What follows belongs to an exercise in optimizing a design on an open flow for a short achievable clock period; a production flow would make more cautious choices. Function was checked by simulation only, so behaviour that the tests miss may differ from the original.

==> flow/design.v (outline; a module is shown in full before it is edited, if it fits) <==
// module pc_sequencer: 24 lines
// module program_mem: 31 lines
// module instr_decode: 20 lines
// module fmul_s1: 1916 lines
// module fmul_pg: 17 lines
// module fmul_s2: 63 lines
// module alu: 32 lines
// module cmp_finish: 18 lines
// module fmul_exp: 54 lines
// module reg_bank: 95 lines
// module float_core_top: 187 lines
module float_core_top (
  input  logic                clk,
  input  logic                reset,
  input  logic                run,
  input  logic                prog_we,
  input  core_pkg::word_t     prog_data,
  input  core_pkg::port_sel_t p_sel,
  input  core_pkg::word_t     P0,
  input  core_pkg::word_t     P1,
  output core_pkg::word_t     P0_out,
  output core_pkg::word_t     P1_out,
  output core_pkg::word_t     result,
  output logic                result_valid
);
  // ...
==> flow/flow/run.sh <==
#!/bin/bash
# The standard layout, with three changes to how it is made:
# - timing repair aims well below the clock period (the design's own paths
#   are far shorter than the period, and repair_timing only works on paths
#   whose slack is under its margin);
# - full adders are left to abc as plain logic (no ADDER_MAP_FILE), which
#   maps the carry-save tree with faster gates than the adder cells;
# - slow cells are kept out of the netlist: the weak a222oi_1 (its only
#   size), and gates with three- or four-high transistor stacks.
# The synthesis is otherwise the standard one, with the same registers.
set -uo pipefail
here=$(cd "$(dirname "$0")" && pwd)
p=sky130_fd_sc_hd__
slow="${p}a222oi_1"
for c in or4 or4b or4bb nor4 nor4b nor4bb o2111ai a2111oi o2111a a2111o xor3 xnor3 or3 nor3 or3b nor3b; do
  slow="$slow ${p}${c}_*"
done
dont_use="$(cat "$here/platform_dont_use.txt") $slow"
bash standard.sh SETUP_SLACK_MARGIN=12 ADDER_MAP_FILE= "DONT_USE_CELLS=$dont_use" finish > make.log 2>&1
==> flow/flow/platform_dont_use.txt <==
sky130_fd_sc_hd__probe_p_8 sky130_fd_sc_hd__probec_p_8 sky130_fd_sc_hd__lpflow_bleeder_1 sky130_fd_sc_hd__lpflow_clkbufkapwr_1 sky130_fd_sc_hd__lpflow_clkbufkapwr_16 sky130_fd_sc_hd__lpflow_clkbufkapwr_2 sky130_fd_sc_hd__lpflow_clkbufkapwr_4 sky130_fd_sc_hd__lpflow_clkbufkapwr_8 sky130_fd_sc_hd__lpflow_clkinvkapwr_1 sky130_fd_sc_hd__lpflow_clkinvkapwr_16 sky130_fd_sc_hd__lpflow_clkinvkapwr_2 sky130_fd_sc_hd__lpflow_clkinvkapwr_4 sky130_fd_sc_hd__lpflow_clkinvkapwr_8 sky130_fd_sc_hd__lpflow_decapkapwr_12 sky130_fd_sc_hd__lpflow_decapkapwr_3 sky130_fd_sc_hd__lpflow_decapkapwr_4 sky130_fd_sc_hd__lpflow_decapkapwr_6 sky130_fd_sc_hd__lpflow_decapkapwr_8 sky130_fd_sc_hd__lpflow_inputiso0n_1 sky130_fd_sc_hd__lpflow_inputiso0p_1 sky130_fd_sc_hd__lpflow_inputiso1n_1 sky130_fd_sc_hd__lpflow_inputiso1p_1 sky130_fd_sc_hd__lpflow_inputisolatch_1 sky130_fd_sc_hd__lpflow_isobufsrc_1 sky130_fd_sc_hd__lpflow_isobufsrc_16 sky130_fd_sc_hd__lpflow_isobufsrc_2 sky130_fd_sc_hd__lpflow_isobufsrc_4 sky130_fd_sc_hd__lpflow_isobufsrc_8 sky130_fd_sc_hd__lpflow_isobufsrckapwr_16 sky130_fd_sc_hd__lpflow_lsbuf_lh_hl_isowell_tap_1 sky130_fd_sc_hd__lpflow_lsbuf_lh_hl_isowell_tap_2 sky130_fd_sc_hd__lpflow_lsbuf_lh_hl_isowell_tap_4 sky130_fd_sc_hd__lpflow_lsbuf_lh_isowell_4 sky130_fd_sc_hd__lpflow_lsbuf_lh_isowell_tap_1 sky130_fd_sc_hd__lpflow_lsbuf_lh_isowell_tap_2 sky130_fd_sc_hd__lpflow_lsbuf_lh_isowell_tap_4 # # Define fill cells 
==> flow/standard.sh <==
#!/bin/bash
# synth_recipe.tcl (not shown) runs the flow's synth.tcl, then flattens the netlist and writes it again
# the make line also repeats each setting of config.mk as NAME=value (left out here)
make -C /OpenROAD-flow-scripts/flow DESIGN_CONFIG=/design/flow/config.mk WORK_HOME=/design/flow/orfs CLKGATE_MAP_FILE= SYNTH_SCRIPT=/design/flow/synth_recipe.tcl "${@:-finish}"
==> flow/config.mk <==
export PLATFORM = sky130hd
export DESIGN_NAME = float_core_top
export DESIGN_NICKNAME = float_core_top
export VERILOG_FILES = /design/flow/design.v
export SDC_FILE = /design/flow/constraint.sdc
export NUM_CORES = 4
export LEC_CHECK = 0
export ABC_CLOCK_PERIOD_IN_PS = 4000
export CAP_MARGIN = 20
export CORE_MARGIN = 2
export CORE_UTILIZATION = 45
export SETUP_SLACK_MARGIN = 5
export SLEW_MARGIN = 20
==> flow/constraint.sdc <==
create_clock -name core_clock -period 18.0 [get_ports {clk}]
set_input_delay 3.6000 -clock core_clock [delete_from_list [all_inputs] [get_ports {clk}]]
set_output_delay 3.6000 -clock core_clock [all_outputs]
set_load 0.01 [all_outputs]
==> impl_metrics.csv, run 1 <==
group,metric,value,unit
routing,dr.pass1.iters,14,
finish,multi_input_area_share,49.96,%
global_route,grt_use_met2,53.21,%
logic_synthesis,synth-adder-area-share,3.952,%
finish,layout_common_cells,"nand2_1, buf_4, xnor2_1, o21ai_0, edfxtp_1",
worst_setup_path,end_kind,"primary output",
finish,seq_area,24920,µm²
die,start_util,45.42,%
routing,met2WireLength,115600,µm
timing,relSlewSlack,19.39,%
worst_setup_path,critical-path-top-delay-family,"compound AO/OA/AOI/OAI gates",
worst_hold_path,whs_path_depth,0,
finish,largest-register,"u_program_mem.mem",
worst_hold_path,hold_end,"u_instr_decode.ir[26]",
finish,clkCellAreaFrac,3.839,%
logic_synthesis,synth_edf_count,416,
clocking,hold_buffers,0,
logic_synthesis,synth_top_family_by_area,"compound AO/OA/AOI/OAI gates",
clocking,insertion_delay,780,ps
logic_synthesis,ys.flop_type,"edfxtp_1",
clocking,htree_levels,3,
outcome,outcome,"complete, no violations",
clocking,cts_made_buffers,97,
routing,met3WireLength,37320,µm
worst_setup_path,critPathKind,"flip-flop to primary output",
routing,drc,0,
place,dp_hpwl,163100,µm
finish,largestClassByArea,"multi-input gates",
timing,tns,0,ps
global_route,antenna_found_initial,21,
logic_synthesis,synth_compound_area_share,20.70,%
clocking,clock_path_buffers,3,
==> run 2, diff against run 1 <==
--- a/flow/flow/run.sh
+++ b/flow/flow/run.sh
@@ -12,7 +12,8 @@
 here=$(cd "$(dirname "$0")" && pwd)
 p=sky130_fd_sc_hd__
 slow="${p}a222oi_1"
-for c in or4 or4b or4bb nor4 nor4b nor4bb o2111ai a2111oi o2111a a2111o xor3 xnor3 or3 nor3 or3b nor3b; do
+for c in or4 or4b or4bb nor4 nor4b nor4bb o2111ai a2111oi o2111a a2111o xor3 xnor3 or3 nor3 or3b nor3b \
+         a221oi a221o o221ai o221a a311oi a311o o311ai o311a a32oi a32o o32ai o32a a41oi a41o o41ai o41a; do
   slow="$slow ${p}${c}_*"
 done
 dont_use="$(cat "$here/platform_dont_use.txt") $slow"
==> run 2 against run 1 <==
Still clean. Sequential share of layout area shrank 1.3 points. Register-to-register slack worse by 220 ps. Worst hold slack better by 12 ps. Critical path type is now primary input to flip-flop. Critical endpoint is now ys_q[12].
==> impl_metrics.csv, run 2 <==
group,metric,value,unit
worst_setup_path,crit_path_top_delay_cell,"maj3_2",
global_route,gr-total-overflow,0,
worst_setup_path,path_buf_inv,7,
logic_synthesis,ys_warn_count,9,
timing,period_share,40.17,%
job,maxCapViolations,0,
timing,tns,0,ps
timing,finalSetupViolCount,0,
worst_setup_path,max_stage_delay,340,ps
worst_setup_path,crit_path_frequent_cell,"maj3_2",
clocking,path_clk_slew,60,ps
routing,routed-via-count,63560,
global_route,antenna_found_initial,31,
logic_synthesis,ys_types,91,
clocking,htree_levels,3,
global_route,track_usage,36.78,%
worst_setup_path,r2r.worst_path.cells,28,
clocking,hold_buffers,0,
die,fp.dieArea,146300,µm²
timing,rsz0062_at_grt,"true",
logic_synthesis,syn_area,64460,µm²
worst_setup_path,critPathKind,"primary input to flip-flop",
logic_synthesis,ys.flop_type,"edfxtp_1",
clocking,clock_path_buffers,3,
worst_hold_path,whs_path_depth,0,
routing,drt_wl_total,289500,µm
worst_setup_path,cp-start-kind,"primary input",
logic_synthesis,synth_edf_count,416,
global_route,grt_pass1_wl,398500,µm
die,ios,199,
finish,largest_register_ffs,416,
logic_synthesis,ys_top_cells_by_count,"nand2_1, xnor2_1, o21ai_0, nor2_1, edfxtp_1",
logic_synthesis,synthArstFlopShare,43.74,%
timing,period_minus_slack,7231,ps
die,start_util,45.41,%
worst_setup_path,arrival,7880,ps
die,rows,138,
die,die_y,382.5,µm
worst_hold_path,hold_end,"u_instr_decode.ir[27]",
finish,layout_common_cells,"buf_4, nand2_1, xnor2_1, o21ai_0, edfxtp_1",
place,place_congestion,0.9828,
timing,worstMarginPinSlew,1154,ps
logic_synthesis,avgSynthCellArea,9.329,µm²
worst_setup_path,required,18650,ps
worst_setup_path,critical_path_cell_count,23,
finish,largest-register,"u_program_mem.mem",
worst_hold_path,hold_path_class,"flip-flop to flip-flop",
clocking,clockRootBuffer,"clkbuf_16",
die,core_area,141900,µm²
worst_hold_path,min-delay-start,"u_program_mem.rd_data[27]",
worst_setup_path,end_kind,"flip-flop",
routing,dr.pass1.iters,25,
logic_synthesis,synthTopCellsByArea,"edfxtp_1, dfrtp_1, xnor2_1, o21ai_0, nand2_1",
place,pre_cts_ws,8829,ps
routing,drc,0,
timing,relSlewSlack,23.07,%
routing,wl_per_cell,29.75,µm
worst_setup_path,crit_chain,"buf_16, buf_12, buf_16, o21ai_4, nand3_2, nand4_1, buf_4, buf_8, nand4_4, buf_6, buf_6, a22oi_2, xor2_1, maj3_2, nor2_2, o21a_1, maj3_2, maj3_2, or2_4, nand2_4, xor2_4, xnor2_2, xor2_1",
finish,area_delta_synth_final,38.18,%
logic_synthesis,synth_area_leader_cell,"edfxtp_1",
global_route,grt_pass1_vias,58830,
worst_setup_path,regToRegSetupSlack,10850,ps
routing,drtIter0Drc,9513,
logic_synthesis,synth_cells,6909,
finish,drive_gt1_share,36.92,%
outcome,outcome,"complete, no violations",
finish,final_common_cell,"buf_4",
timing,whs,414.9,ps
routing,post_drt_via_cell_ratio,6.531,
timing,finalHoldViolations,0,
timing,worst_slack,10770,ps
logic_synthesis,yosysMostFrequentCell,"nand2_1",
routing,antenna_left,0,
finish,nets,7843,
finish,largest_registers,"u_program_mem.mem (416), u_reg_bank.regs (256), gx_q (39)",
finish,utilization,62.75,%
worst_setup_path,r2r_start,"ys_q[22]",
global_route,grt_max_degree,188,
worst_setup_path,r2r-end,"ys_q[20]",
clocking,cts_tree,"built",
timing,finClkSkew,48.29,ps
logic_synthesis,syn_nets,7011,
clocking,cts_made_buffers,95,
worst_setup_path,critical-path-top-delay-family,"buffers and inverters",
logic_synthesis,synth.ff_latch_count,926,
die,die_x,382.5,µm
worst_setup_path,path_max_fanout,7,
timing,max_freq,138.3,MHz
timing,drv_slew,0,
clocking,insertion_delay,750,ps
clocking,cts.sinks,926,
place,io_buffers,179,
logic_synthesis,synth-seq-area-share,38.37,%
place,dp_hpwl,160500,µm
logic_synthesis,synth_top_area_share,19.38,%
-- run 2: repair_timing --
item                        CTS  global route
resized for setup          1577           533
setup buffers               622           193
pin swaps                   595           435
cloned                       63             4
hold endpoints to repair      0             0
setup endpoints to repair   237           165
-- run 2: layout make-up --
type                            count  area, µm²
Timing Repair Buffer             1231      13010
Clock inverter                     46      569.3
Antenna cell                       19      47.55
Multi-Input combinational cell   5315      44600
Tap cell                         1890       2365
Fill cell                       10860      52870
Clock buffer                      133       2778
Inverter                          172      750.7
Sequential cell                   926      24950
-- run 2: worst reg2reg max path: cells and delay by family (launching register included) --
kind | cells | cell delay (ps)
AO/OA/AOI/OAI | 6 | 1690
XOR/XNOR | 6 | 1060
buffers and inverters | 6 | 1060
AND/OR/NAND/NOR | 7 | 1650
adder cells (fa/ha/maj) | 3 | 1110
flip-flops | 1 | 470
-- run 2: through the flow --
step | cells | instance area (µm²)
after detailed placement | 8650 | 69310
final | 9732 | 89060
after global placement | 8649 | 69300
after floorplan | 6909 | 66530
after CTS | 9514 | 84660
after global routing | 9718 | 89030
-- run 2: worst max path at each step --
| stage | from | endpoint | slack [ps] |
|---|---|---|---|
| global route | p_sel[1] | ys_q[21] | 10720 |
| global placement | p_sel[1] | ys_q[21] | 8850 |
| finish | p_sel[0] | ys_q[12] | 10770 |
| CTS | ys_q[8] | result[6] | 10880 |
| floorplan | reset | hi0_q[0] | 8950 |
| detailed placement | p_sel[1] | ys_q[21] | 8830 |
-- run 2: kinds of logic (layout without fill, tap and decap cells) --
group / after synthesis / after routing / synth area share [%]
buffers and inverters: 682 / 1582 / 4.546
other: 0 / 19 / 0
muxes: 267 / 267 / 6.575
and+or+nand+nor: 1733 / 1740 / 12.28
DFF: 926 / 926 / 38.37
AOI/OAI and AO/OA: 2016 / 2023 / 19.95
xor gates and xnor gates: 1053 / 1053 / 14.58
adders and majority gates: 232 / 232 / 3.712
-- run 2: layer usage --
metal | track usage, % | vias up | wire length (µm)
li1 | - | 26510 | -
met1 | 45.47 | 30500 | 104000
met2 | 52.27 | 4729 | 118000
met3 | 15.27 | 1771 | 41040
met4 | 24.06 | 40 | 25680
met5 | 2.414 | - | 717

separate check: timing with driven ports:
In the flow no input, the clock included, has a driving cell. The finished layouts below were timed again as built, in two steps.
Step 1 assumes that a clkbuf_16 drives the clock port and a buf_2 every other input.
Step 2 adds t to the input delays and takes it off the output delays; t is the mean of the earliest and latest rising clock arrival at the registers after step 1. Input paths then give back, and output paths get back, about the clock's delay inside the block.
a / b / c = ideal ports / drivers / drivers and shift; a / b = the first two.
| run | t, ns | setup slack, ns | clock arrival spread, ns |
|---|---|---|---|
| run 1 | 0.826 | 10.625 / 10.545 / 9.720 | 0.059 / 0.059 |
| run 2 | 0.807 | 10.769 / 10.733 / 9.925 | 0.049 / 0.049 |
After both steps setup and hold are still met in every run listed. For run 1, which loses most, drivers alone change the setup slack by -0.080 ns; drivers and shift together by -0.905 ns.
